This is an optimization exercise on Yosys and OpenROAD, whose aim is small area, a short achievable clock period and few clock cycles per item, not a production implementation.
Only simulation tests tie the RTL to the original design; equivalence was not proved.
Power figures rest on the tool's default switching activity, not on a simulated workload.

<file path="design/flow/constraint.sdc">
create_clock -name core_clock -period 6.5 [get_ports {clk}]
set_input_delay 1.3000 -clock core_clock [delete_from_list [all_inputs] [get_ports {clk}]]
set_output_delay 1.3000 -clock core_clock [all_outputs]
set_load 0.01 [all_outputs]
</file>
<file path="design/flow/design.v">
package sle_pkg;
  localparam int DEPTH = 16;
  localparam int VAL_W = 32;
  localparam int POS_W = 8;
  localparam int OP_W  = 3;
  localparam int ST_W  = 2;
  localparam int CNT_W = $clog2(DEPTH + 1);
  localparam logic [OP_W-1:0] OP_PUSH_FRONT   = 3'd0;
  localparam logic [OP_W-1:0] OP_PUSH_BACK    = 3'd1;
  localparam logic [OP_W-1:0] OP_SORT_INSERT  = 3'd2;
  localparam logic [OP_W-1:0] OP_POP_FRONT    = 3'd3;
  localparam logic [OP_W-1:0] OP_POP_BACK     = 3'd4;
  localparam logic [OP_W-1:0] OP_REMOVE_VALUE = 3'd5;
  localparam logic [OP_W-1:0] OP_REMOVE_POS   = 3'd6;
  localparam logic [OP_W-1:0] OP_NONE         = 3'd7;
  localparam logic [ST_W-1:0] ST_OK       = 2'd0;
  localparam logic [ST_W-1:0] ST_EMPTY    = 2'd1;
  localparam logic [ST_W-1:0] ST_FULL     = 2'd2;
  localparam logic [ST_W-1:0] ST_NOTFOUND = 2'd3;
endpackage
import sle_pkg::*;
module sle_cell (
  input  logic                    clk,
  input  logic                    sel_hold,
  input  logic                    sel_left,
  input  logic                    sel_value,
  input  logic                    sel_right,
  input  logic signed [VAL_W-1:0] left_entry,
  input  logic signed [VAL_W-1:0] value,
  input  logic signed [VAL_W-1:0] right_entry,
  output logic signed [VAL_W-1:0] entry
);
  always_ff @(posedge clk) begin
    entry <= (entry & {VAL_W{sel_hold}}) | (left_entry & {VAL_W{sel_left}}) |
             (value & {VAL_W{sel_value}}) | (right_entry & {VAL_W{sel_right}});
  end
endmodule
module sle_cmp (
  input  logic [VAL_W-1:0] a,
  input  logic [VAL_W-1:0] b,
  output logic             ge,
  output logic             eq
);
  logic [VAL_W:0] diff;
  assign diff = {1'b0, ~a[VAL_W-1], a[VAL_W-2:0]} - {1'b0, ~b[VAL_W-1], b[VAL_W-2:0]};
  assign ge   = !diff[VAL_W];
  assign eq   = a == b;
endmodule
import sle_pkg::*;
module sorted_list_engine (
  input  logic                    clk,
  input  logic                    rst,
  input  logic                    in_valid,
  output logic                    in_ready,
  input  logic [OP_W-1:0]         operation,
  input  logic signed [VAL_W-1:0] value,
  input  logic [POS_W-1:0]        position,
  output logic                    out_valid,
  input  logic                    out_ready,
  output logic [ST_W-1:0]         status,
  output logic [CNT_W-1:0]        count,
  output logic signed [VAL_W-1:0] front_value,
  output logic signed [VAL_W-1:0] back_value
);
  logic                    s_valid;
  logic [OP_W-1:0]         s_op;
  logic signed [VAL_W-1:0] s_val;
  logic [POS_W-1:0]        s_pos;
  logic                    p_valid;
  logic [OP_W-1:0]         p_op;
  logic signed [VAL_W-1:0] p_val;
  logic [POS_W-1:0]        p_pos;
  logic                    q_valid;
  logic [OP_W-1:0]         q_op;
  logic signed [VAL_W-1:0] q_val;
  logic [POS_W-1:0]        q_pos;
  logic [DEPTH-1:0]        q_cmp;        
  logic                    q_cmp_b;      
  logic                    q_cmp_q;      
  logic [DEPTH-1:0]        q_sh_at;      
  logic                    q_sh_ins;
  logic                    q_sh_del;
  logic                    b_valid;
  logic [OP_W-1:0]         b_op;
  logic signed [VAL_W-1:0] b_val;
  logic [DEPTH-1:0]        b_at;         
  logic [DEPTH-1:0]        in_range;
  logic [DEPTH-1:0]        in_range_next;
  logic [CNT_W-1:0]        cnt_reg;
  logic [ST_W-1:0]         st_reg;
  logic signed [VAL_W-1:0] back_reg;
  logic signed [VAL_W-1:0] cell_entry [DEPTH];
  logic go;       
  logic apply;    
  assign go       = !out_valid || out_ready;
  assign apply    = b_valid && go;
  assign in_ready = !s_valid;
  always_ff @(posedge clk) begin
    if (rst) begin
      s_valid <= 1'b0;
      p_valid <= 1'b0;
      q_valid <= 1'b0;
      b_valid <= 1'b0;
    end else begin
      s_valid <= (s_valid || in_valid) && !go;
      if (go) begin
        p_valid <= s_valid || in_valid;
        q_valid <= p_valid;
        b_valid <= q_valid;
      end
    end
  end
  always_ff @(posedge clk) begin
    if (!s_valid) begin
      s_op  <= operation;
      s_val <= value;
      s_pos <= position;
    end
    if (go) begin
      if (s_valid) begin
        p_op  <= s_op;
        p_val <= s_val;
        p_pos <= s_pos;
      end else begin
        p_op  <= operation;
        p_val <= value;
        p_pos <= position;
      end
      q_op  <= p_op;
      q_val <= p_val;
      q_pos <= p_pos;
      b_op  <= q_op;
      b_val <= q_val;
    end
  end
  logic b_ins, b_pop, b_popb, b_del, b_rm;
  logic full, empty;
  assign b_ins  = b_op == OP_PUSH_FRONT || b_op == OP_PUSH_BACK || b_op == OP_SORT_INSERT;
  assign b_pop  = b_op == OP_POP_FRONT || b_op == OP_POP_BACK;
  assign b_popb = b_op == OP_POP_BACK;
  assign b_rm   = b_op == OP_REMOVE_VALUE || b_op == OP_REMOVE_POS;
  assign b_del  = b_op == OP_POP_FRONT || b_rm;
  assign full   = in_range[DEPTH-1];
  assign empty  = !in_range[0];
  logic ins_ok, do_ins, do_del;
  assign ins_ok = b_valid && b_ins && !full;
  assign do_ins = go && ins_ok;
  assign do_del = apply && b_del;
  logic [DEPTH-1:0] b_before;
  assign b_before = {b_at[DEPTH-2:0], 1'b0};
  logic [DEPTH-1:0] sel_hold, sel_left, sel_value, sel_right;
  logic             clear;   
  for (genvar i = 0; i < DEPTH; i++) begin : g_cell
    assign sel_hold[i]  = !((do_ins || do_del) && b_at[i]) && !(i == 0 && clear);
    assign sel_left[i]  = do_ins && b_before[i];
    assign sel_value[i] = do_ins && b_at[i] && !b_before[i];
    assign sel_right[i] = do_del && b_at[i] && !(i == 0 && clear);
    sle_cell u_cell (
      .clk         (clk),
      .sel_hold    (sel_hold[i]),
      .sel_left    (sel_left[i]),
      .sel_value   (sel_value[i]),
      .sel_right   (sel_right[i]),
      .left_entry  ((i == 0) ? b_val : cell_entry[(i == 0) ? 0 : i - 1]),
      .value       (b_val),
      .right_entry ((i == DEPTH - 1) ? cell_entry[i] : cell_entry[(i == DEPTH - 1) ? i : i + 1]),
      .entry       (cell_entry[i])
    );
  end
  logic found;
  logic grow, shrink;
  logic [ST_W-1:0] st_next;
  assign found  = |(b_at & in_range);
  assign grow   = b_ins && !full;
  assign shrink = !empty && (b_pop || (b_rm && found));
  always_comb begin
    st_next = ST_OK;
    if (b_ins && full) begin
      st_next = ST_FULL;
    end else if ((b_pop || b_rm) && empty) begin
      st_next = ST_EMPTY;
    end else if (b_rm && !found) begin
      st_next = ST_NOTFOUND;
    end
  end
  logic [DEPTH-1:0] in_range_moved;
  always_comb begin
    in_range_moved = in_range;
    if (b_valid && grow) begin
      in_range_moved = {in_range[DEPTH-2:0], 1'b1};
    end else if (b_valid && shrink) begin
      in_range_moved = {1'b0, in_range[DEPTH-1:1]};
    end
  end
  always_comb begin
    in_range_next = in_range;
    if (apply && grow) begin
      in_range_next = {in_range[DEPTH-2:0], 1'b1};
    end else if (apply && shrink) begin
      in_range_next = {1'b0, in_range[DEPTH-1:1]};
    end
  end
  always_ff @(posedge clk) begin
    if (rst) begin
      in_range  <= '0;
      cnt_reg   <= '0;
      out_valid <= 1'b0;
    end else begin
      in_range <= in_range_next;
      if (apply && grow) begin
        cnt_reg <= cnt_reg + CNT_W'(1);
      end else if (apply && shrink) begin
        cnt_reg <= cnt_reg - CNT_W'(1);
      end
      out_valid <= apply || (out_valid && !out_ready);
    end
  end
  always_ff @(posedge clk) begin
    if (apply) begin
      st_reg <= st_next;
    end
  end
  logic [DEPTH-1:0]        is_last, is_prev;
  logic signed [VAL_W-1:0] prev_entry;
  logic                    back_ins, back_del;
  for (genvar i = 0; i < DEPTH; i++) begin : g_last
    assign is_last[i] = in_range[i] && ((i == DEPTH - 1) ? 1'b1 : !in_range[(i == DEPTH - 1) ? i : i + 1]);
    assign is_prev[i] = (i == DEPTH - 1) ? 1'b0 : is_last[(i == DEPTH - 1) ? i : i + 1];
  end
  logic [DEPTH:0][VAL_W-1:0] prev_acc;
  assign prev_acc[0] = '0;
  for (genvar i = 0; i < DEPTH; i++) begin : g_prev
    assign prev_acc[i+1] = prev_acc[i] | (cell_entry[i] & {VAL_W{is_prev[i]}});
  end
  assign prev_entry = prev_acc[DEPTH];
  assign clear    = apply && !in_range_next[0];
  assign back_ins = do_ins && !found;
  assign back_del = apply && !empty &&
                    (b_popb || (b_del && found && !(|(b_at & in_range & ~is_last))));
  always_ff @(posedge clk) begin
    if (clear) begin
      back_reg <= '0;
    end else if (back_ins) begin
      back_reg <= b_val;
    end else if (back_del) begin
      back_reg <= prev_entry;
    end
  end
  assign back_value  = back_reg;
  assign front_value = cell_entry[0];
  assign count       = cnt_reg;
  assign status      = st_reg;
  logic             p_si;
  logic [DEPTH-1:0] p_ge, p_eq;
  logic             pb_ge, pb_eq, pq_ge, pq_eq;
  assign p_si = p_op == OP_SORT_INSERT;
  for (genvar i = 0; i < DEPTH; i++) begin : g_cmp
    sle_cmp u_cmp (.a(cell_entry[i]), .b(p_val), .ge(p_ge[i]), .eq(p_eq[i]));
  end
  sle_cmp u_cmp_b (.a(b_val), .b(p_val), .ge(pb_ge), .eq(pb_eq));
  sle_cmp u_cmp_q (.a(q_val), .b(p_val), .ge(pq_ge), .eq(pq_eq));
  always_ff @(posedge clk) begin
    if (go) begin
      q_cmp    <= p_si ? p_ge : p_eq;
      q_cmp_b  <= p_si ? pb_ge : pb_eq;
      q_cmp_q  <= p_si ? pq_ge : pq_eq;
      q_sh_at  <= b_at;
      q_sh_ins <= ins_ok;
      q_sh_del <= b_valid && b_del;
    end
  end
  function automatic logic [DEPTH-1:0] move_marks(input logic [DEPTH-1:0] m,
                                                  input logic             m_ins,
                                                  input logic [DEPTH-1:0] at,
                                                  input logic             ins,
                                                  input logic             del);
    logic [DEPTH-1:0] bef;
    bef = {at[DEPTH-2:0], 1'b0};
    move_marks = (m & ~({DEPTH{ins || del}} & at)) |
           ({m[DEPTH-2:0], 1'b0} & {DEPTH{ins}} & bef) |
           ({DEPTH{m_ins && ins}} & at & ~bef) |
           ({m[DEPTH-1], m[DEPTH-1:1]} & {DEPTH{del}} & at);
  endfunction
  logic             q_si, q_cmp_op, q_tail, q_head, q_rmp;
  logic [DEPTH-1:0] q_cmp_1, q_cmp_2, q_mark, q_at;
  assign q_si     = q_op == OP_SORT_INSERT;
  assign q_cmp_op = q_si || q_op == OP_REMOVE_VALUE;
  assign q_tail   = q_si || q_op == OP_PUSH_BACK;
  assign q_head   = q_op == OP_PUSH_FRONT || q_op == OP_POP_FRONT;
  assign q_rmp    = q_op == OP_REMOVE_POS;
  assign q_cmp_1 = move_marks(q_cmp, q_cmp_b, q_sh_at, q_sh_ins, q_sh_del);
  assign q_cmp_2 = move_marks(q_cmp_1, q_cmp_q, b_at, ins_ok, b_valid && b_del);
  for (genvar i = 0; i < DEPTH; i++) begin : g_qmark
    assign q_mark[i] = (q_cmp_op && q_cmp_2[i]) || (q_tail && !in_range_moved[i]) ||
                       (q_rmp && q_pos == POS_W'(i + 1)) || (q_head && i == 0);
    assign q_at[i]   = |q_mark[i:0];
  end
  always_ff @(posedge clk) begin
    if (go) begin
      b_at <= q_at;
    end
  end
endmodule
</file>
<file path="design/flow/flow/run.sh">
#!/bin/bash
# Standard layout, with the resizer free to change a cell's footprint (so the port buffers
# can be resized) and plain buffers on the ports.
bash standard.sh MATCH_CELL_FOOTPRINT=0 "BUFFER_PORTS_ARGS=-buffer_cell sky130_fd_sc_hd__buf_4" finish > standard_run.log 2>&1
</file>
<file path="design/flow/config.mk">
export PLATFORM = sky130hd
export DESIGN_NAME = sorted_list_engine
export DESIGN_NICKNAME = sorted_list_engine
export VERILOG_FILES = /design/flow/design.v
export SDC_FILE = /design/flow/constraint.sdc
export NUM_CORES = 4
export LEC_CHECK = 0
export CAP_MARGIN = 20
export CORE_MARGIN = 2
export CORE_UTILIZATION = 40
export SETUP_SLACK_MARGIN = 3.6
export SLEW_MARGIN = 20
</file>
<file path="design/flow/standard.sh">
#!/bin/bash
# synth_recipe.tcl (not shown) runs the flow's synth.tcl, then flattens the netlist and writes it again
# the make line also repeats each setting of config.mk as NAME=value (left out here)
make -C /OpenROAD-flow-scripts/flow DESIGN_CONFIG=/design/flow/config.mk WORK_HOME=/design/flow/orfs CLKGATE_MAP_FILE= SYNTH_SCRIPT=/design/flow/synth_recipe.tcl "${@:-finish}"
</file>
==> results.txt, run 1 <==
# TYPE chip_impl_metric gauge
chip_impl_info{name="run_status",value="finished clean"} 1
chip_impl_metric{name="dp.cells",unit=""} 6690
chip_impl_metric{name="max_slew_margin",unit="%"} 19.37
chip_impl_metric{name="aggregate_negative_setup_slack",unit="ns"} 0
chip_impl_info{name="critical_path_launch_point",value="p_val[9]"} 1
chip_impl_metric{name="syn_to_final_growth",unit="%"} 21.09
chip_impl_metric{name="syn-instance-count",unit=""} 5292
chip_impl_metric{name="grt_antenna_before_repair",unit=""} 5
chip_impl_info{name="critical_path.reg2reg.startpoint",value="p_val[9]"} 1
chip_impl_metric{name="cp_data_arrival_time",unit="ns"} 3.93
chip_impl_metric{name="vdd_ir_drop_max",unit="mV"} 0.2620
chip_impl_metric{name="detail_route.drc_violations",unit=""} 0
chip_impl_metric{name="via_count",unit=""} 49650
chip_impl_metric{name="setup_ws",unit="ns"} 3.027
chip_impl_metric{name="cts_num_sinks",unit=""} 788
chip_impl_metric{name="multi_input_area",unit="µm²"} 29790
chip_impl_metric{name="grt_max_degree",unit=""} 100
chip_impl_metric{name="largest_reg_flops",unit=""} 512
chip_impl_metric{name="drv_slew",unit=""} 0
chip_impl_metric{name="synth_edf_count",unit=""} 175
chip_impl_metric{name="worst_skew_pair.late_latency",unit="ns"} 0.77
chip_impl_metric{name="final_antenna_net_count",unit=""} 0
chip_impl_metric{name="avgRoutedWirePerCell",unit="µm"} 34.27
chip_impl_metric{name="post_route_cells_drive_above_1_share",unit="%"} 18.26
chip_impl_metric{name="ratio_of_routed_vias_to_standard_cells",unit=""} 7.036
chip_impl_metric{name="coreArea",unit="µm²"} 117600
chip_impl_metric{name="die-area",unit="µm²"} 120900
chip_impl_info{name="critical_path.endpoint_type",value="flop"} 1
chip_impl_metric{name="maxcap_viol_count",unit=""} 0
chip_impl_info{name="cts_tree",value="done"} 1
chip_impl_metric{name="firstDrtPassIters",unit=""} 14
chip_impl_metric{name="detail_route.iter0.violations",unit=""} 10300
chip_impl_metric{name="async_flop_share",unit="%"} 0
chip_impl_info{name="worstReg2RegEnd",value="q_cmp[1]"} 1
chip_impl_metric{name="wirelength",unit="µm"} 241800
chip_impl_metric{name="cts-buffers-inserted",unit=""} 94
chip_impl_metric{name="critical_path.max_fanout",unit=""} 3
chip_impl_metric{name="grt_pass1_vias",unit=""} 45920
chip_impl_metric{name="worstRegToRegCells",unit=""} 12
chip_impl_metric{name="area_taken_by_flip_flops_and_latches",unit="µm²"} 17560
chip_impl_metric{name="synth.net_count",unit=""} 5919
chip_impl_metric{name="layout_min_cycle_time",unit="ns"} 3.473
chip_impl_info{name="worst_hold_path_type",value="reg2reg"} 1
chip_impl_metric{name="gpl.final_weighted_congestion",unit=""} 1.035
chip_impl_metric{name="grtUsageTotal",unit="%"} 38.30
chip_impl_metric{name="power.density_cell_area",unit="nW/µm²"} 296.1
chip_impl_metric{name="pre_cts_ws",unit="ns"} 1.836
chip_impl_metric{name="finalHoldViolations",unit=""} 0
chip_impl_metric{name="die_h",unit="µm"} 347.7
chip_impl_metric{name="final_min_period_over_clock_period",unit="%"} 53.43
chip_impl_metric{name="critPathRequiredTime",unit="ns"} 6.95
chip_impl_metric{name="buffer_ports.inserted",unit=""} 119
chip_impl_info{name="grt_setup_unrepaired",value="yes"} 1
chip_impl_metric{name="floorplan.initialDensity",unit="%"} 40.17
chip_impl_metric{name="die_width",unit="µm"} 347.7
chip_impl_metric{name="post_synth.cell_area_avg",unit="µm²"} 8.927
chip_impl_info{name="postSynth.topFlopCell",value="dfxtp_1"} 1
chip_impl_metric{name="clock_tree.buffer_depth",unit=""} 3
chip_impl_info{name="setup.worst_path.class",value="reg2reg"} 1
chip_impl_metric{name="fillers",unit=""} 11100
chip_impl_metric{name="rows",unit=""} 126
chip_impl_info{name="max_flop_register",value="g_cell.u_cell.entry"} 1
chip_impl_metric{name="worst-slew-pin-transition",unit="ns"} 1.198
chip_impl_info{name="critPathLaunchType",value="flop"} 1
chip_impl_metric{name="wire_length_of_the_first_global_routing_pass",unit="µm"} 338600
chip_impl_metric{name="stdcell_count",unit=""} 7057
chip_impl_info{name="critPathCapture",value="q_cmp[1]"} 1
chip_impl_metric{name="synth_cell_area",unit="µm²"} 47240
chip_impl_metric{name="r2r_setup_slack",unit="ns"} 3.03
chip_impl_metric{name="grt_overflow",unit=""} 0
chip_impl_metric{name="ys_seq_area_share",unit="%"} 37.10
chip_impl_metric{name="cts.reportedPaths.clkPinSlew",unit="ns"} 0.06
chip_impl_metric{name="yosysUniqueCellTypes",unit=""} 80
chip_impl_metric{name="finish.net_count",unit=""} 6064
chip_impl_metric{name="finalSetupViolCount",unit=""} 0
chip_impl_metric{name="cts_hold_buf",unit=""} 0
chip_impl_metric{name="ctsHtreeMaxLevel",unit=""} 3
chip_impl_metric{name="p_leak",unit="nW"} 25.33
chip_impl_metric{name="final_core_util",unit="%"} 48.64
chip_impl_metric{name="pin_count",unit=""} 120
chip_impl_metric{name="fmax",unit="MHz"} 288.0
chip_impl_metric{name="detailed_placer_s_ending_hpwl",unit="µm"} 156100
chip_impl_metric{name="count_of_synthesis_stage_warnings_from_yosys",unit=""} 3
chip_impl_metric{name="finClkSkew",unit="ns"} 0.06604
chip_impl_metric{name="yosys_register_bits",unit=""} 788
chip_impl_metric{name="power",unit="mW"} 16.94
chip_impl_info{name="cts_root_buffer",value="clkbuf_16"} 1
-- placed cells by master (no fill, tap or decap), types with 109 or more instances in the layout --
master / count
nand2_1: 1117
dfxtp_1: 595
ha_1: 561
a222oi_1: 480
buf_4: 369
a22oi_1: 210
edfxtp_1: 175
a21oi_1: 168
o21ai_0: 139
nor2_1: 138
a21o_1: 136
nand4_1: 132
nand3_1: 109
-- where the power goes --
part	leakage [nW]	internal (mW)	switching, mW
combinational	16.9	1.79	2.17
clock	1.63	3.38	2.40
sequential	6.84	5.82	1.38
total	25.3	11.0	5.95
-- worst max-delay path, stage by stage, from the launching register on --
cell	delay, ns
edfxtp_1	0.39
inv_2	0.09
buf_12	0.11
ha_4	0.19
a21o_1	0.15
a21o_1	0.14
a21o_1	0.15
a21oi_1	0.12
nor2b_1	0.06
o211ai_1	0.41
o211ai_1	0.57
a221oi_4	0.69
nor2_4	0.11
-- cell families after synthesis --
kind of cell    count (synthesis)  share of synthesized area (%)
mux                            53                          1.242
xor+xnor                        5                        0.09270
fa+ha+maj                     580                          15.38
flops                         788                          37.10
buf+inv                       506                          4.132
compound gates               1481                          24.50
simple gates                 1879                          17.55
-- layer usage --
layer / global-route usage [%] / share of wire [%]
met1: 49.50 / 37
met4: 28.65 / 9.1
met5: 0 / 0.076
met3: 11.83 / 14
met2: 53.18 / 39
-- area by class of cell --
cell class,count,share of cell area [%]
repair buffers,464,7.345
flip-flops and latches,788,30.69
multi-input cells,3999,52.07
clock inverters,49,1.030
diodes,2,0.008749
inverters,89,0.6671
well taps,1536,3.360
clock buffers,129,4.821
repair inverters,1,0.008749
-- stage by stage --
stage	instance area [µm²]	hold WS, ns
6_report	57200	0.4199
5_1_grt	57200	0.4288
4_1_cts	55760	0.4214
3_5_place_dp	50030	0.4052
3_3_place_gp	50020	0.4046
2_1_floorplan	47500	0.4003
-- synthesized netlist by cell type (30+ instances only) --
| master | instances | area, µm² |
|---|---|---|
| ha_1 | 579 | 7244 |
| nand2_1 | 1171 | 4395 |
| mux2_2 | 45 | 506.7 |
| nor2_1 | 150 | 563.0 |
| inv_1 | 88 | 330.3 |
| a21oi_1 | 191 | 955.9 |
| edfxtp_1 | 175 | 5255 |
| a22oi_1 | 232 | 1742 |
| nand3_1 | 111 | 555.5 |
| nor3_1 | 61 | 305.3 |
| a21o_1 | 136 | 1021 |
| nor2b_1 | 80 | 500.5 |
| nor4_1 | 64 | 400.4 |
| clkbuf_1 | 371 | 1393 |
| nand4_1 | 132 | 825.8 |
| o21a_1 | 30 | 225.2 |
| o21ai_0 | 179 | 895.9 |
| dfxtp_1 | 613 | 12270 |
| nand2b_1 | 31 | 193.9 |
| a221oi_1 | 31 | 271.5 |
| a222oi_1 | 480 | 4805 |
-- worst min path at each step --
stage,cells after the start,startpoint,end
2_1_floorplan,0,p_pos[0],q_pos[0]
3_3_place_gp,0,p_pos[5],q_pos[5]
3_5_place_dp,0,p_pos[5],q_pos[5]
4_1_cts,0,p_pos[5],q_pos[5]
5_1_grt,0,p_pos[5],q_pos[5]
6_report,0,p_pos[5],q_pos[5]
-- what timing repair did --
| action | in CTS | in global routing |
|---|---|---|
| endpoints found under the setup margin | 586 | 528 |
| pin swaps | 99 | 100 |
| cloned | 5 | 4 |
| hold endpoints to repair | 0 | 0 |
| gates resized for setup | 328 | 217 |
| setup buffers | 127 | 51 |
Testbench counts, summed over its fixed seeds: cycles 16,032, items 16,000.
==> inputs of run 2 (changes only) <==
--- a/design/flow/design.v
+++ b/design/flow/design.v
@@ -64,6 +64,2 @@
 );
-  logic                    s_valid;
-  logic [OP_W-1:0]         s_op;
-  logic signed [VAL_W-1:0] s_val;
-  logic [POS_W-1:0]        s_pos;
   logic                    p_valid;
@@ -76,10 +72,7 @@
   logic [POS_W-1:0]        q_pos;
+  logic                    q_si, q_cmp_op, q_tail, q_head, q_rmp;   
   logic [DEPTH-1:0]        q_cmp;        
-  logic                    q_cmp_b;      
   logic                    q_cmp_q;      
-  logic [DEPTH-1:0]        q_sh_at;      
-  logic                    q_sh_ins;
-  logic                    q_sh_del;
   logic                    b_valid;
-  logic [OP_W-1:0]         b_op;
+  logic                    b_ins, b_pop, b_popb, b_del, b_rm;   
   logic signed [VAL_W-1:0] b_val;
@@ -96,6 +89,5 @@
   assign apply    = b_valid && go;
-  assign in_ready = !s_valid;
+  assign in_ready = go;
   always_ff @(posedge clk) begin
     if (rst) begin
-      s_valid <= 1'b0;
       p_valid <= 1'b0;
@@ -104,5 +96,4 @@
     end else begin
-      s_valid <= (s_valid || in_valid) && !go;
       if (go) begin
-        p_valid <= s_valid || in_valid;
+        p_valid <= in_valid;
         q_valid <= p_valid;
@@ -113,17 +104,6 @@
   always_ff @(posedge clk) begin
-    if (!s_valid) begin
-      s_op  <= operation;
-      s_val <= value;
-      s_pos <= position;
-    end
     if (go) begin
-      if (s_valid) begin
-        p_op  <= s_op;
-        p_val <= s_val;
-        p_pos <= s_pos;
-      end else begin
-        p_op  <= operation;
-        p_val <= value;
-        p_pos <= position;
-      end
+      p_op  <= operation;
+      p_val <= value;
+      p_pos <= position;
       q_op  <= p_op;
@@ -131,3 +111,12 @@
       q_pos <= p_pos;
-      b_op  <= q_op;
+      b_ins  <= q_op == OP_PUSH_FRONT || q_op == OP_PUSH_BACK || q_op == OP_SORT_INSERT;
+      b_pop  <= q_op == OP_POP_FRONT || q_op == OP_POP_BACK;
+      b_popb <= q_op == OP_POP_BACK;
+      b_rm   <= q_op == OP_REMOVE_VALUE || q_op == OP_REMOVE_POS;
+      b_del  <= q_op == OP_POP_FRONT || q_op == OP_REMOVE_VALUE || q_op == OP_REMOVE_POS;
+      q_si     <= p_op == OP_SORT_INSERT;
+      q_cmp_op <= p_op == OP_SORT_INSERT || p_op == OP_REMOVE_VALUE;
+      q_tail   <= p_op == OP_SORT_INSERT || p_op == OP_PUSH_BACK;
+      q_head   <= p_op == OP_PUSH_FRONT || p_op == OP_POP_FRONT;
+      q_rmp    <= p_op == OP_REMOVE_POS;
       b_val <= q_val;
@@ -135,9 +124,15 @@
   end
-  logic b_ins, b_pop, b_popb, b_del, b_rm;
+  function automatic logic [DEPTH-1:0] move_marks(input logic [DEPTH-1:0] m,
+                                                  input logic             m_ins,
+                                                  input logic [DEPTH-1:0] at,
+                                                  input logic             ins,
+                                                  input logic             del);
+    logic [DEPTH-1:0] bef;
+    bef = {at[DEPTH-2:0], 1'b0};
+    move_marks = (m & ~({DEPTH{ins || del}} & at)) |
+           ({m[DEPTH-2:0], 1'b0} & {DEPTH{ins}} & bef) |
+           ({DEPTH{m_ins && ins}} & at & ~bef) |
+           ({m[DEPTH-1], m[DEPTH-1:1]} & {DEPTH{del}} & at);
+  endfunction
   logic full, empty;
-  assign b_ins  = b_op == OP_PUSH_FRONT || b_op == OP_PUSH_BACK || b_op == OP_SORT_INSERT;
-  assign b_pop  = b_op == OP_POP_FRONT || b_op == OP_POP_BACK;
-  assign b_popb = b_op == OP_POP_BACK;
-  assign b_rm   = b_op == OP_REMOVE_VALUE || b_op == OP_REMOVE_POS;
-  assign b_del  = b_op == OP_POP_FRONT || b_rm;
   assign full   = in_range[DEPTH-1];
@@ -202,2 +197,5 @@
   end
+  logic [CNT_W-1:0] cnt_inc, cnt_dec;
+  assign cnt_inc = cnt_reg + CNT_W'(1);
+  assign cnt_dec = cnt_reg - CNT_W'(1);
   always_ff @(posedge clk) begin
@@ -210,5 +208,5 @@
       if (apply && grow) begin
-        cnt_reg <= cnt_reg + CNT_W'(1);
+        cnt_reg <= cnt_inc;
       end else if (apply && shrink) begin
-        cnt_reg <= cnt_reg - CNT_W'(1);
+        cnt_reg <= cnt_dec;
       end
@@ -263,31 +261,9 @@
     if (go) begin
-      q_cmp    <= p_si ? p_ge : p_eq;
-      q_cmp_b  <= p_si ? pb_ge : pb_eq;
+      q_cmp    <= move_marks(p_si ? p_ge : p_eq, p_si ? pb_ge : pb_eq, b_at, ins_ok,
+                             b_valid && b_del);
       q_cmp_q  <= p_si ? pq_ge : pq_eq;
-      q_sh_at  <= b_at;
-      q_sh_ins <= ins_ok;
-      q_sh_del <= b_valid && b_del;
-    end
-  end
-  function automatic logic [DEPTH-1:0] move_marks(input logic [DEPTH-1:0] m,
-                                                  input logic             m_ins,
-                                                  input logic [DEPTH-1:0] at,
-                                                  input logic             ins,
-                                                  input logic             del);
-    logic [DEPTH-1:0] bef;
-    bef = {at[DEPTH-2:0], 1'b0};
-    move_marks = (m & ~({DEPTH{ins || del}} & at)) |
-           ({m[DEPTH-2:0], 1'b0} & {DEPTH{ins}} & bef) |
-           ({DEPTH{m_ins && ins}} & at & ~bef) |
-           ({m[DEPTH-1], m[DEPTH-1:1]} & {DEPTH{del}} & at);
-  endfunction
-  logic             q_si, q_cmp_op, q_tail, q_head, q_rmp;
-  logic [DEPTH-1:0] q_cmp_1, q_cmp_2, q_mark, q_at;
-  assign q_si     = q_op == OP_SORT_INSERT;
-  assign q_cmp_op = q_si || q_op == OP_REMOVE_VALUE;
-  assign q_tail   = q_si || q_op == OP_PUSH_BACK;
-  assign q_head   = q_op == OP_PUSH_FRONT || q_op == OP_POP_FRONT;
-  assign q_rmp    = q_op == OP_REMOVE_POS;
-  assign q_cmp_1 = move_marks(q_cmp, q_cmp_b, q_sh_at, q_sh_ins, q_sh_del);
-  assign q_cmp_2 = move_marks(q_cmp_1, q_cmp_q, b_at, ins_ok, b_valid && b_del);
+    end
+  end
+  logic [DEPTH-1:0] q_cmp_2, q_mark, q_at;
+  assign q_cmp_2 = move_marks(q_cmp, q_cmp_q, b_at, ins_ok, b_valid && b_del);
   for (genvar i = 0; i < DEPTH; i++) begin : g_qmark
==> design/flow/flow/run.sh (replaced) <==
#!/bin/bash
# Standard layout, with the resizer free to change a cell's footprint (so the port buffers
# can be resized), plain buffers on the ports, and a clock tree with larger sink clusters
# and no dummy loads.
bash standard.sh MATCH_CELL_FOOTPRINT=0 \
  "BUFFER_PORTS_ARGS=-buffer_cell sky130_fd_sc_hd__buf_4" \
  "CTS_ARGS=-sink_clustering_enable -repair_clock_nets -dont_use_dummy_load -sink_clustering_size 20 -sink_clustering_max_diameter 100 -buf_list sky130_fd_sc_hd__clkbuf_16" \
  finish > standard_run.log 2>&1
--- a/design/flow/config.mk
+++ b/design/flow/config.mk
@@ -9,4 +9,5 @@
 export CORE_MARGIN = 2
-export CORE_UTILIZATION = 40
+export CORE_UTILIZATION = 45
 export SETUP_SLACK_MARGIN = 3.6
 export SLEW_MARGIN = 20
+export TNS_END_PERCENT = 0
==> run 2 against run 1 <==
Compared with the run above: still clean; clock skew fell by 0.022 ns; cell count decreased by 8.6%; synthesized cell count shrank 3.9%; critical path depth down 1; synthesized area is 3.3% lower; register-to-register slack about the same; sequential cell count shrank 57; sequential share of layout area increased by 1.2 points; total power decreased by 29%; maximum frequency rose by 0.37%; wire length decreased by 4.6%; non-clock buffer count fell by 99; largest cell class unchanged; highest routed layer unchanged.
==> results.txt, run 2 <==
# TYPE chip_impl_metric gauge
chip_impl_metric{name="finalHoldViolations",unit=""} 0
chip_impl_metric{name="ys_seq_area_share",unit="%"} 35.60
chip_impl_metric{name="detailed_placer_s_ending_hpwl",unit="µm"} 156700
chip_impl_metric{name="grt_antenna_before_repair",unit=""} 9
chip_impl_metric{name="netSwitchingFraction",unit="%"} 36.98
chip_impl_metric{name="ctsHtreeMaxLevel",unit=""} 2
chip_impl_metric{name="syn-instance-count",unit=""} 5088
chip_impl_metric{name="synth_edf_count",unit=""} 162
chip_impl_metric{name="die-area",unit="µm²"} 104000
chip_impl_metric{name="power",unit="mW"} 12.04
chip_impl_metric{name="layout_min_cycle_time",unit="ns"} 3.460
chip_impl_metric{name="firstDrtPassIters",unit=""} 13
chip_impl_info{name="worst_hold_path_type",value="reg2reg"} 1
chip_impl_metric{name="critPathRequiredTime",unit="ns"} 6.94
chip_impl_metric{name="final_min_period_over_clock_period",unit="%"} 53.23
chip_impl_metric{name="grt_pass1_vias",unit=""} 44050
chip_impl_info{name="post_synth_main_area_contributors",value="dfxtp_1 25%, ha_1 16%, a222oi_1 11%"} 1
chip_impl_metric{name="clock_tree.buffer_depth",unit=""} 3
chip_impl_metric{name="coreArea",unit="µm²"} 100300
chip_impl_metric{name="final_core_util",unit="%"} 50.82
chip_impl_metric{name="yosysUniqueCellTypes",unit=""} 90
chip_impl_info{name="cp_top_family",value="compound AO/OA/AOI/OAI gates"} 1
chip_impl_metric{name="finClkSkew",unit="ns"} 0.04384
chip_impl_metric{name="intPower",unit="mW"} 7.586
chip_impl_metric{name="detail_route.iter0.violations",unit=""} 10290
chip_impl_metric{name="buffer_ports.inserted",unit=""} 119
chip_impl_metric{name="synth.area.mux_share",unit="%"} 0.2877
chip_impl_info{name="critical_path.reg2reg.startpoint",value="p_val[30]"} 1
chip_impl_metric{name="maxcap_viol_count",unit=""} 0
chip_impl_info{name="max_flop_register",value="g_cell.u_cell.entry"} 1
chip_impl_metric{name="synth_compound_area_share",unit="%"} 25.94
chip_impl_metric{name="finish.net_count",unit=""} 5720
chip_impl_metric{name="cts.reportedPaths.clkPinSlew",unit="ns"} 0.10
chip_impl_metric{name="pin_count",unit=""} 120
chip_impl_metric{name="post_route_cells_drive_above_1_share",unit="%"} 12.10
chip_impl_info{name="main_combinational_cell_family_by_area_after_synthesis",value="compound AO/OA/AOI/OAI gates"} 1
chip_impl_info{name="grt_setup_unrepaired",value="yes"} 1
chip_impl_metric{name="wirelength",unit="µm"} 230600
chip_impl_metric{name="worstRegToRegCells",unit=""} 11
chip_impl_metric{name="avgRoutedWirePerCell",unit="µm"} 35.75
chip_impl_info{name="synth_area_leader_cell",value="dfxtp_1"} 1
chip_impl_metric{name="critical_path.max_fanout",unit=""} 5
chip_impl_metric{name="worst_hold_slack",unit="ns"} 0.4248
chip_impl_metric{name="worst_skew_pair.late_latency",unit="ns"} 0.68
chip_impl_metric{name="switching_power",unit="mW"} 4.452
chip_impl_metric{name="largest_reg_flops",unit=""} 512
chip_impl_info{name="yosys-top-cells-count",value="1050 x nand2_1, 579 x ha_1, 569 x dfxtp_1"} 1
chip_impl_info{name="layout.cells.most_common_list",value="1039 x nand2_1, 571 x ha_1, 566 x dfxtp_1, 512 x a222oi_1, 333 x buf_4"} 1
chip_impl_metric{name="synthSimpleGateAreaFrac",unit="%"} 17.50
chip_impl_info{name="cts_tree",value="done"} 1
chip_impl_metric{name="synth_fa_ha_area_share",unit="%"} 15.91
chip_impl_metric{name="dp.cells",unit=""} 6316
chip_impl_metric{name="stdcell_count",unit=""} 6450
chip_impl_metric{name="xor_xnor_share_of_the_synthesized_area",unit="%"} 0.1151
chip_impl_info{name="critical_path.endpoint_type",value="flop"} 1
chip_impl_metric{name="synth_cell_area",unit="µm²"} 45670
chip_impl_metric{name="grt_max_degree",unit=""} 63
chip_impl_metric{name="grtUsageTotal",unit="%"} 42.84
chip_impl_metric{name="worst_path_largest_cell_delay",unit="ns"} 0.52
chip_impl_metric{name="synth.net_count",unit=""} 5715
chip_impl_metric{name="clock_power_share",unit="%"} 24.3
chip_impl_metric{name="yosysTopAreaCellShare",unit="%"} 24.94
chip_impl_metric{name="cts_num_sinks",unit=""} 731
chip_impl_metric{name="die_width",unit="µm"} 322.6
chip_impl_metric{name="r2r_setup_slack",unit="ns"} 3.04
chip_impl_metric{name="async_flop_share",unit="%"} 0
chip_impl_metric{name="post_synth.cell_area_avg",unit="µm²"} 8.976
chip_impl_metric{name="p_leak",unit="nW"} 22.32
chip_impl_metric{name="hold_path_depth",unit=""} 0
chip_impl_info{name="worstReg2RegEnd",value="q_cmp[9]"} 1
chip_impl_info{name="run_status",value="finished clean"} 1
chip_impl_metric{name="vdd_ir_drop_max",unit="mV"} 0.1951
chip_impl_metric{name="detail_route.drc_violations",unit=""} 0
chip_impl_metric{name="ratio_of_routed_vias_to_standard_cells",unit=""} 7.469
chip_impl_info{name="crit_chain",value="clkinvlp_4 > buf_6 > ha_4 > a21o_1 > a211oi_2 > o21ai_1 > a21oi_2 > a22oi_2 > buf_6 > and3_1 > a221o_1"} 1
chip_impl_metric{name="die_h",unit="µm"} 322.6
chip_impl_metric{name="worst-slew-pin-transition",unit="ns"} 1.323
chip_impl_info{name="yosys.cell_count.top_type",value="nand2_1"} 1
chip_impl_metric{name="wire_length_of_the_first_global_routing_pass",unit="µm"} 323700
chip_impl_metric{name="floorplan.initialDensity",unit="%"} 45.53
chip_impl_metric{name="yosys_register_bits",unit=""} 731
chip_impl_metric{name="finalSetupViolCount",unit=""} 0
chip_impl_metric{name="final_antenna_net_count",unit=""} 0
chip_impl_metric{name="grt_overflow",unit=""} 0
chip_impl_metric{name="count_of_synthesis_stage_warnings_from_yosys",unit=""} 3
chip_impl_metric{name="drv_slew",unit=""} 0
chip_impl_metric{name="syn_to_final_growth",unit="%"} 11.61
chip_impl_info{name="setup.worst_path.class",value="reg2reg"} 1
chip_impl_metric{name="fmax",unit="MHz"} 289.0
chip_impl_metric{name="max_slew_margin",unit="%"} 11.77
chip_impl_metric{name="gpl.final_weighted_congestion",unit=""} 1.045
chip_impl_info{name="hold_endpoint",value="q_pos[7]"} 1
chip_impl_metric{name="cts-buffers-inserted",unit=""} 44
chip_impl_metric{name="cp_data_arrival_time",unit="ns"} 3.90
chip_impl_metric{name="power.combinational.fraction",unit="%"} 22.9
chip_impl_info{name="critPathLaunchType",value="flop"} 1
chip_impl_metric{name="power.density_cell_area",unit="nW/µm²"} 236.2
chip_impl_info{name="cts_root_buffer",value="clkbuf_16"} 1
chip_impl_metric{name="power_frac_seq",unit="%"} 52.8
chip_impl_info{name="layout.cells.most_common",value="nand2_1"} 1
chip_impl_info{name="postSynth.topFlopCell",value="dfxtp_1"} 1
chip_impl_metric{name="via_count",unit=""} 48180
chip_impl_info{name="hold_start",value="p_pos[7]"} 1
chip_impl_metric{name="rows",unit=""} 116
chip_impl_info{name="crit_path_top_delay_cell",value="a21oi_2"} 1
chip_impl_metric{name="critPathBufInv",unit=""} 3
chip_impl_metric{name="aggregate_negative_setup_slack",unit="ns"} 0
chip_impl_info{name="most_frequent_cell_on_the_critical_path",value="buf_6"} 1
## run 2: cell count changes after synthesis, moves of 57 or more
cell      change
o21ai_0      -58
o211ai_1     +57
a22oi_1     -138
and3_1       +71
nand2_1     -121
a21o_1       -61
## run 2: power groups by stage
stage | Sequential [mW] | Clock, mW | Combinational (mW)
2_1_floorplan | 5.85 | 0 | 1.70
3_3_place_gp | 6.38 | 0 | 2.43
3_5_place_dp | 6.37 | 0 | 2.49
4_1_cts | 6.27 | 2.91 | 2.63
5_1_grt | 6.37 | 3.05 | 3.02
6_report | 6.36 | 2.93 | 2.76
## run 2: repair_timing
item,CTS,global route
resized for setup,162,39
gates cloned,2,0
setup endpoints to repair,657,474
hold buffers,0,0
pin swaps,21,22
buffers inserted,71,15
## run 2: cells by family (layout without fill, tap and decap cells)
family / after synthesis / after routing
muxes: 13 / 13
xor gates and xnor gates: 6 / 6
and+or+nand+nor: 1765 / 1765
adders and majority gates: 580 / 580
AOI/OAI and AO/OA: 1448 / 1450
other: 0 / 2
DFF: 731 / 731
buffers and inverters: 545 / 546
## run 2: cell type report
class                   count  area (µm²)
fillers                  9330       49320
multi-input cells        3814       28360
flip-flops and latches    731       16260
repair buffers            365        2977
well taps                1357        1698
clock buffers              44        1101
inverters                 137       566.8
diodes                      2       5.005
## run 2: how the worst max path moves through the flow
stage,start,to,depth (start not counted)
CTS,p_val[27],q_cmp[9],11
floorplan,out_ready,in_ready,4
finish,p_val[30],q_cmp[9],11
detailed placement,out_ready,g_cell[0].u_cell.entry[20],11
global route,p_val[17],q_cmp[10],10
global placement,p_op[0],q_cmp[9],8
## run 2: layer usage
layer,GRT usage [%],up-vias,wire length [µm]
li1,-,20000,-
met1,53.86,22960,83960
met2,60.86,4180,92580
met3,16.73,1018,36140
met4,27.12,22,17540
met5,1.204,-,388
## run 2: stage by stage
step,cell area [µm²],setup slack [ns]
after floorplan,45720,3.029
after global placement,48200,1.888
after detailed placement,48220,1.944
after CTS,50700,3.162
after global routing,50970,3.046
final,50970,3.040
Testbench counts of run 2, summed over its fixed seeds: cycles 16,032, items 16,000.
==> inputs of run 3 (changes only) <==
--- a/design/flow/config.mk
+++ b/design/flow/config.mk
@@ -9,3 +9,3 @@
 export CORE_MARGIN = 2
-export CORE_UTILIZATION = 45
+export CORE_UTILIZATION = 48
 export SETUP_SLACK_MARGIN = 3.6
==> run 3 against run 2 <==
Compared with the run above: die area shrank 6.2%; register-to-register slack lost 0.07 ns; sequential power about the same.
==> results.txt, run 3 <==
# TYPE chip_impl_metric gauge
chip_impl_metric{name="pre_cts_ws",unit="ns"} 1.988
chip_impl_info{name="cp_top_family",value="simple AND/OR/NAND/NOR gates"} 1
chip_impl_metric{name="layout_min_cycle_time",unit="ns"} 3.527
chip_impl_metric{name="synth_cell_area",unit="µm²"} 45670
chip_impl_info{name="run_status",value="finished clean"} 1
chip_impl_metric{name="worst_path_largest_cell_delay",unit="ns"} 0.62
chip_impl_metric{name="ys_seq_area_share",unit="%"} 35.60
chip_impl_metric{name="grt_antenna_before_repair",unit=""} 8
chip_impl_info{name="setup.worst_path.class",value="reg2reg"} 1
chip_impl_metric{name="final_antenna_net_count",unit=""} 0
chip_impl_metric{name="power.combinational.fraction",unit="%"} 22.9
chip_impl_metric{name="cts_num_sinks",unit=""} 731
chip_impl_metric{name="critPathRequiredTime",unit="ns"} 7.02
chip_impl_metric{name="floorplan.initialDensity",unit="%"} 48.28
chip_impl_metric{name="pin_count",unit=""} 120
chip_impl_metric{name="fmax",unit="MHz"} 283.5
chip_impl_metric{name="netSwitchingFraction",unit="%"} 36.94
chip_impl_metric{name="p_leak",unit="nW"} 22.22
chip_impl_info{name="yosys-top-cells-count",value="1050 x nand2_1, 579 x ha_1, 569 x dfxtp_1"} 1
chip_impl_info{name="layout.cells.most_common",value="nand2_1"} 1
chip_impl_metric{name="grt_pass1_vias",unit=""} 44240
chip_impl_metric{name="wirelength",unit="µm"} 224700
chip_impl_metric{name="dp.cells",unit=""} 6224
chip_impl_metric{name="grt_overflow",unit=""} 0
chip_impl_metric{name="fillers",unit=""} 8654
chip_impl_metric{name="final_min_period_over_clock_period",unit="%"} 54.26
chip_impl_metric{name="worst_skew_pair.late_latency",unit="ns"} 0.68
chip_impl_metric{name="ratio_of_routed_vias_to_standard_cells",unit=""} 7.539
chip_impl_metric{name="die_width",unit="µm"} 312.5
chip_impl_info{name="worstReg2RegEnd",value="q_cmp[7]"} 1
chip_impl_info{name="crit_chain",value="buf_4 > ha_1 > nand3_4 > or4_4 > or4_4 > or4_4 > a22oi_2 > buf_4 > a311o_1"} 1
chip_impl_metric{name="detailed_placer_s_ending_hpwl",unit="µm"} 153600
chip_impl_info{name="layout.cells.most_common_list",value="1041 x nand2_1, 573 x ha_1, 568 x dfxtp_1, 512 x a222oi_1, 331 x buf_4"} 1
chip_impl_metric{name="worst-slew-pin-transition",unit="ns"} 1.283
chip_impl_metric{name="synth.net_count",unit=""} 5715
chip_impl_info{name="post_synth_main_area_contributors",value="dfxtp_1 25%, ha_1 16%, a222oi_1 11%"} 1
chip_impl_metric{name="detail_route.drc_violations",unit=""} 0
chip_impl_metric{name="finalHoldViolations",unit=""} 0
chip_impl_metric{name="grt_max_degree",unit=""} 65
chip_impl_metric{name="firstDrtPassIters",unit=""} 14
chip_impl_metric{name="avgRoutedWirePerCell",unit="µm"} 35.39
chip_impl_metric{name="max_slew_margin",unit="%"} 14.48
chip_impl_metric{name="rows",unit=""} 113
chip_impl_metric{name="finalSetupViolCount",unit=""} 0
chip_impl_metric{name="cp_data_arrival_time",unit="ns"} 4.04
chip_impl_metric{name="grtUsageTotal",unit="%"} 44.17
chip_impl_metric{name="clock_power_share",unit="%"} 24.0
chip_impl_metric{name="critical_path.max_fanout",unit=""} 4
chip_impl_metric{name="detail_route.iter0.violations",unit=""} 10610
chip_impl_metric{name="stdcell_count",unit=""} 6350
chip_impl_metric{name="maxcap_viol_count",unit=""} 0
chip_impl_metric{name="count_of_synthesis_stage_warnings_from_yosys",unit=""} 3
chip_impl_metric{name="largest_reg_flops",unit=""} 512
chip_impl_info{name="hold_start",value="p_pos[4]"} 1
chip_impl_metric{name="finClkSkew",unit="ns"} 0.05273
chip_impl_metric{name="coreArea",unit="µm²"} 94590
chip_impl_metric{name="worstRegToRegCells",unit=""} 9
chip_impl_metric{name="gpl.final_weighted_congestion",unit=""} 1.065
chip_impl_metric{name="yosys_register_bits",unit=""} 731
chip_impl_metric{name="finish.net_count",unit=""} 5711
chip_impl_metric{name="yosysUniqueCellTypes",unit=""} 90
chip_impl_metric{name="power.density_cell_area",unit="nW/µm²"} 236.6
chip_impl_info{name="critPathLaunchType",value="flop"} 1
chip_impl_metric{name="via_count",unit=""} 47870
chip_impl_metric{name="yosysTopAreaCellShare",unit="%"} 24.94
chip_impl_metric{name="switching_power",unit="mW"} 4.422
chip_impl_info{name="synth_area_leader_cell",value="dfxtp_1"} 1
chip_impl_metric{name="intPower",unit="mW"} 7.550
chip_impl_metric{name="syn-instance-count",unit=""} 5088
chip_impl_metric{name="die_h",unit="µm"} 312.5
chip_impl_metric{name="buffer_ports.inserted",unit=""} 119
chip_impl_info{name="worst_hold_path_type",value="reg2reg"} 1
chip_impl_metric{name="post_route_cells_drive_above_1_share",unit="%"} 11.28
chip_impl_metric{name="syn_to_final_growth",unit="%"} 10.81
chip_impl_metric{name="async_flop_share",unit="%"} 0
chip_impl_metric{name="cts_hold_buf",unit=""} 0
chip_impl_metric{name="hold_path_depth",unit=""} 0
chip_impl_metric{name="wire_length_of_the_first_global_routing_pass",unit="µm"} 317400
chip_impl_metric{name="setup_ws",unit="ns"} 2.973
chip_impl_metric{name="cts-buffers-inserted",unit=""} 43
chip_impl_metric{name="critPathBufInv",unit=""} 2
chip_impl_metric{name="r2r_setup_slack",unit="ns"} 2.97
chip_impl_metric{name="aggregate_negative_setup_slack",unit="ns"} 0
chip_impl_metric{name="synth_edf_count",unit=""} 162
chip_impl_metric{name="die-area",unit="µm²"} 97630
chip_impl_metric{name="final_core_util",unit="%"} 53.50
chip_impl_metric{name="cts.reportedPaths.clkPinSlew",unit="ns"} 0.10
chip_impl_info{name="max_flop_register",value="g_cell.u_cell.entry"} 1
chip_impl_metric{name="vdd_ir_drop_max",unit="mV"} 0.1664
chip_impl_info{name="grt_setup_unrepaired",value="yes"} 1
chip_impl_info{name="postSynth.topFlopCell",value="dfxtp_1"} 1
chip_impl_info{name="most_frequent_cell_on_the_critical_path",value="or4_4"} 1
chip_impl_info{name="yosys.cell_count.top_type",value="nand2_1"} 1
chip_impl_metric{name="power_frac_seq",unit="%"} 53.1
chip_impl_metric{name="ctsHtreeMaxLevel",unit=""} 2
chip_impl_metric{name="clock_tree.buffer_depth",unit=""} 3
chip_impl_info{name="critical_path.endpoint_type",value="flop"} 1
chip_impl_metric{name="drv_slew",unit=""} 0
chip_impl_info{name="cts_tree",value="done"} 1
chip_impl_metric{name="power",unit="mW"} 11.97
chip_impl_info{name="crit_path_top_delay_cell",value="or4_4"} 1
chip_impl_metric{name="post_synth.cell_area_avg",unit="µm²"} 8.976
chip_impl_info{name="critical_path.reg2reg.startpoint",value="p_val[31]"} 1
chip_impl_info{name="cts_root_buffer",value="clkbuf_16"} 1
chip_impl_info{name="hold_endpoint",value="q_pos[4]"} 1
-- run 3: cell counts after synthesis --
No cell type changed its count.
-- run 3: area by class of cell --
type	count	area, µm²	share of cell area, %
antenna	3	7.507	0.01484
clock buffer	43	1076	2.126
inverter	137	546.8	1.081
multi-input combinational	3812	28160	55.66
sequential	731	16260	32.13
tap	1265	1583	3.128
timing repair buffer	358	2964	5.858
timing repair inverter	1	5.005	0.009890
-- run 3: layer usage --
metal	vias up	GRT usage, %	share of wire, %
li1	20020	-	-
met1	22670	56.73	37
met2	4172	62.43	40
met3	1002	14.64	15
met4	8	30.40	8.4
met5	-	0	0.022
-- run 3: stage by stage --
step                hold WS (ns)  instance area [µm²]
floorplan                 0.4003                45720
global placement          0.4032                48060
detailed placement        0.4122                48140
CTS                       0.4248                50360
global route              0.4327                50590
finish                    0.4227                50600
-- run 3: power groups by stage --
stage          Sequential [mW]  Combinational, mW  Clock, mW
5_1_grt                   6.38               2.99       2.99
6_report                  6.36               2.74       2.87
2_1_floorplan             5.85               1.70          0
3_3_place_gp              6.40               2.42          0
3_5_place_dp              6.40               2.48          0
4_1_cts                   6.28               2.62       2.86
-- run 3: logic make-up (layout without fill, tap and decap cells) --
logic type      Yosys count  after routing  share of synthesized area [%]
compound gates         1448           1448                          25.94
xor+xnor                  6              6                         0.1151
fa+ha+maj               580            580                          15.91
buf+inv                 545            539                          4.655
flops                   731            731                          35.60
mux                      13             13                         0.2877
other cells               0              3                              0
simple gates           1765           1765                          17.50
-- run 3: what timing repair did --
item,CTS,global route
buffers inserted,61,15
resized for setup,125,13
pin swaps,26,8
cloned,2,1
setup endpoints to repair,665,436
-- run 3: worst max path at each step --
stage	start	cells after the start	endpoint
after floorplan	out_ready	4	in_ready
after global placement	out_ready	10	g_cell[0].u_cell.entry[15]
after detailed placement	out_ready	10	g_cell[0].u_cell.entry[1]
after CTS	p_val[24]	10	q_cmp[9]
after global routing	p_val[26]	10	q_cmp[7]
final	p_val[31]	9	q_cmp[7]
==> inputs of run 4 (changes only) <==
--- a/design/flow/config.mk
+++ b/design/flow/config.mk
@@ -9,4 +9,4 @@
 export CORE_MARGIN = 2
-export CORE_UTILIZATION = 48
-export SETUP_SLACK_MARGIN = 3.6
+export CORE_UTILIZATION = 40
+export SETUP_SLACK_MARGIN = 3.4
 export SLEW_MARGIN = 20
==> run 4 against run 3 <==
Compared with the run above: register-to-register slack improved by 0.04 ns; design area rose by 1.1%; sequential share of layout area fell by 0.35 points; synthesized cell count did not move; clock skew fell by 0.0070 ns; largest power group unchanged; clock power rose by 2%; global-route usage fell by 6.4 points; still clean; maximum frequency fell by 0.27%; clock-buffer cell count rose by 1; core utilization fell by 8.1 points; worst hold slack improved by 0.0028 ns.
==> results.txt, run 4 <==
# TYPE chip_impl_metric gauge
chip_impl_metric{name="pin_count",unit=""} 120
chip_impl_metric{name="post_synth.cell_area_avg",unit="µm²"} 8.976
chip_impl_metric{name="aggregate_negative_setup_slack",unit="ns"} 0
chip_impl_info{name="setup.worst_path.class",value="in2reg"} 1
chip_impl_metric{name="synth_cell_area",unit="µm²"} 45670
chip_impl_metric{name="layout_min_cycle_time",unit="ns"} 3.537
chip_impl_info{name="crit_chain",value="buf_4 > nor2b_4 > buf_12 > clkinvlp_4 > buf_4 > and3_1 > buf_4 > and2_1 > buf_4 > a222oi_1 > nand2_1"} 1
chip_impl_metric{name="count_of_synthesis_stage_warnings_from_yosys",unit=""} 3
chip_impl_info{name="most_frequent_cell_on_the_critical_path",value="buf_4"} 1
chip_impl_metric{name="via_count",unit=""} 48090
chip_impl_metric{name="cts_num_sinks",unit=""} 731
chip_impl_metric{name="placement.cell_area",unit="µm²"} 48300
chip_impl_metric{name="floorplan.initialDensity",unit="%"} 40.48
chip_impl_metric{name="finish.net_count",unit=""} 5733
chip_impl_info{name="postSynth.topFlopCell",value="dfxtp_1"} 1
chip_impl_metric{name="cp_data_arrival_time",unit="ns"} 4.14
chip_impl_info{name="critPathLaunchType",value="input pin"} 1
chip_impl_metric{name="async_flop_share",unit="%"} 0
chip_impl_metric{name="xor_xnor_share_of_the_synthesized_area",unit="%"} 0.1151
chip_impl_metric{name="die-area",unit="µm²"} 116900
chip_impl_info{name="yosys-top-cells-count",value="1050 x nand2_1, 579 x ha_1, 569 x dfxtp_1"} 1
chip_impl_metric{name="finalSetupViolCount",unit=""} 0
chip_impl_metric{name="critical_path.max_fanout",unit=""} 33
chip_impl_metric{name="detailed_placer_s_ending_hpwl",unit="µm"} 156300
chip_impl_info{name="cts_root_buffer",value="clkbuf_16"} 1
chip_impl_metric{name="final_core_util",unit="%"} 45.36
chip_impl_metric{name="worst_hold_slack",unit="ns"} 0.4254
chip_impl_metric{name="ctsHtreeMaxLevel",unit=""} 2
chip_impl_metric{name="ratio_of_routed_vias_to_standard_cells",unit=""} 7.276
chip_impl_metric{name="grt_antenna_before_repair",unit=""} 7
chip_impl_metric{name="syn-instance-count",unit=""} 5088
chip_impl_metric{name="worst-slew-pin-transition",unit="ns"} 1.314
chip_impl_metric{name="critPathBufInv",unit=""} 6
chip_impl_info{name="post_synth_main_area_contributors",value="dfxtp_1 25%, ha_1 16%, a222oi_1 11%"} 1
chip_impl_metric{name="buffer_ports.inserted",unit=""} 119
chip_impl_metric{name="maxcap_viol_count",unit=""} 0
chip_impl_metric{name="critPathRequiredTime",unit="ns"} 7.10
chip_impl_info{name="run_status",value="finished clean"} 1
chip_impl_metric{name="synth_compound_area_share",unit="%"} 25.94
chip_impl_metric{name="finalHoldViolations",unit=""} 0
chip_impl_metric{name="power.density_cell_area",unit="nW/µm²"} 235.0
chip_impl_metric{name="r2r_setup_slack",unit="ns"} 3.01
chip_impl_metric{name="final_antenna_net_count",unit=""} 0
chip_impl_metric{name="finClkSkew",unit="ns"} 0.04570
chip_impl_info{name="critical_path.endpoint_type",value="flop"} 1
chip_impl_metric{name="grtUsageTotal",unit="%"} 37.73
chip_impl_metric{name="detail_route.iter0.violations",unit=""} 11080
chip_impl_metric{name="die_width",unit="µm"} 341.9
chip_impl_info{name="layout.cells.most_common_list",value="1043 x nand2_1, 572 x ha_1, 567 x dfxtp_1, 512 x a222oi_1, 352 x buf_4"} 1
chip_impl_info{name="max_flop_register",value="g_cell.u_cell.entry"} 1
chip_impl_info{name="cp_top_family",value="buffers and inverters"} 1
chip_impl_metric{name="cts-buffers-inserted",unit=""} 44
chip_impl_metric{name="wirelength",unit="µm"} 232100
chip_impl_metric{name="rows",unit=""} 123
chip_impl_metric{name="grt_max_degree",unit=""} 67
chip_impl_metric{name="stdcell_area",unit="µm²"} 51170
chip_impl_metric{name="p_leak",unit="nW"} 22.29
chip_impl_metric{name="firstDrtPassIters",unit=""} 14
chip_impl_metric{name="max_slew_margin",unit="%"} 12.43
chip_impl_metric{name="grt_overflow",unit=""} 0
chip_impl_metric{name="wire_length_of_the_first_global_routing_pass",unit="µm"} 322900
chip_impl_metric{name="synth.net_count",unit=""} 5715
chip_impl_metric{name="final_min_period_over_clock_period",unit="%"} 54.41
chip_impl_metric{name="largest_reg_flops",unit=""} 512
chip_impl_metric{name="cts.reportedPaths.clkPinSlew",unit="ns"} 0.08
chip_impl_metric{name="yosysTopAreaCellShare",unit="%"} 24.94
chip_impl_info{name="grt_setup_unrepaired",value="yes"} 1
chip_impl_info{name="main_combinational_cell_family_by_area_after_synthesis",value="compound AO/OA/AOI/OAI gates"} 1
chip_impl_metric{name="drv_slew",unit=""} 0
chip_impl_metric{name="synth_fa_ha_area_share",unit="%"} 15.91
chip_impl_info{name="synth_area_leader_cell",value="dfxtp_1"} 1
chip_impl_info{name="cts_tree",value="done"} 1
chip_impl_info{name="crit_path_top_delay_cell",value="and2_1"} 1
chip_impl_metric{name="fmax",unit="MHz"} 282.8
chip_impl_metric{name="synth.area.mux_share",unit="%"} 0.2877
chip_impl_metric{name="gpl.final_weighted_congestion",unit=""} 1.054
chip_impl_metric{name="avgRoutedWirePerCell",unit="µm"} 35.12
chip_impl_metric{name="detail_route.drc_violations",unit=""} 0
chip_impl_metric{name="worst_path_largest_cell_delay",unit="ns"} 0.73
chip_impl_metric{name="yosys_register_bits",unit=""} 731
chip_impl_metric{name="setup_ws",unit="ns"} 2.963
chip_impl_metric{name="pre_cts_ws",unit="ns"} 1.778
chip_impl_metric{name="yosysUniqueCellTypes",unit=""} 90
chip_impl_metric{name="synthSimpleGateAreaFrac",unit="%"} 17.50
chip_impl_metric{name="synth_edf_count",unit=""} 162
chip_impl_metric{name="die_h",unit="µm"} 341.9
chip_impl_metric{name="vdd_ir_drop_max",unit="mV"} 0.1808
chip_impl_info{name="worst_hold_path_type",value="reg2reg"} 1
chip_impl_info{name="layout.cells.most_common",value="nand2_1"} 1
chip_impl_metric{name="grt_pass1_vias",unit=""} 43580
chip_impl_metric{name="coreArea",unit="µm²"} 112800
chip_impl_metric{name="post_route_cells_drive_above_1_share",unit="%"} 12.05
chip_impl_metric{name="clock_tree.buffer_depth",unit=""} 3
chip_impl_metric{name="syn_to_final_growth",unit="%"} 12.05
chip_impl_metric{name="ys_seq_area_share",unit="%"} 35.60
chip_impl_info{name="yosys.cell_count.top_type",value="nand2_1"} 1
chip_impl_metric{name="worst_skew_pair.late_latency",unit="ns"} 0.70
==> run 4: final timing paths <==
kind         startpoint  depth (start not counted)                           to
max reg2reg   p_val[26]                         11                    q_cmp[13]
min reg2reg    p_pos[7]                          0                     q_pos[7]
max           out_ready                         11  g_cell[14].u_cell.entry[14]
min            p_pos[7]                          0                     q_pos[7]
==> run 4: cells by family (layout without fill, tap and decap cells) <==
family | count (synthesis) | in the layout
xor+xnor | 6 | 6
fa+ha+maj | 580 | 580
buf+inv | 545 | 561
other cells | 0 | 5
compound gates | 1448 | 1448
mux | 13 | 13
flops | 731 | 731
simple gates | 1765 | 1765
==> run 4: where the power goes <==
group	total, mW	switching, mW	internal [mW]	leakage (nW)
Clock	2.92	1.71	1.21	0.542
Combinational	2.72	1.57	1.15	15.4
Sequential	6.39	1.17	5.22	6.33
Total	12.0	4.45	7.58	22.3
==> run 4: area by class of cell <==
type | instances | area, µm²
Sequential cell | 731 | 16260
Timing Repair inverter | 2 | 12.51
Timing Repair Buffer | 378 | 3035
Antenna cell | 5 | 12.51
Inverter | 137 | 571.8
Multi-Input combinational cell | 3812 | 28300
Tap cell | 1500 | 1877
Clock buffer | 44 | 1101
Fill cell | 10840 | 61640
==> run 4: per-stage QoR <==
stage	std cells	total power, mW
after CTS	6548	11.76
after global placement	6450	8.828
after floorplan	5088	7.549
after global routing	6604	12.43
after detailed placement	6451	8.866
final	6609	12.03
==> run 4: per-layer routing <==
metal | track usage [%] | part of all wire (%)
met4 | 24.00 | 7.8
met5 | 0 | 0.030
met1 | 48.73 | 36
met2 | 53.61 | 40
met3 | 12.71 | 16
==> run 4: repair_timing <==
action                     CTS  global route
hold buffers                 0             0
setup endpoints to repair  579           294
cloned                       3             4
buffers inserted            50            52
pin swaps                   17            30
gates resized for setup    103            86

[port drivers added, routing unchanged]
In the flow no input, the clock included, has a driving cell. The finished layouts below were timed again as built, in two steps.
Step 1 (the two cells are an assumption about what drives the block):
set clk [get_ports {clk}]
set_driving_cell -lib_cell sky130_fd_sc_hd__clkbuf_16 $clk
set_driving_cell -lib_cell sky130_fd_sc_hd__buf_2 [delete_from_list [all_inputs] $clk]
Step 2 times the ports against the registers' clock, not the clock port: input delays grow and output delays shrink by t, the midpoint of the rising clock arrivals with the driver on.
Three values: ideal ports, drivers, drivers and shift; two values: the first two.
run	shift t [ns]	setup slack, ns	worst setup path after step 2	worst data-port slew with drivers (ns)
run 1	0.814	3.027 / 3.027 / 2.567	input to register	0.10
run 2	0.744	3.040 / 3.040 / 2.466	input to register	0.05
run 3	0.727	2.973 / 2.973 / 2.512	input to register	0.06
run 4	0.748	2.963 / 3.007 / 2.264	input to register	0.05
After both steps every run listed still meets setup and hold. For run 4, which loses most, drivers alone change the setup slack by +0.044 ns; drivers and shift together by -0.699 ns.
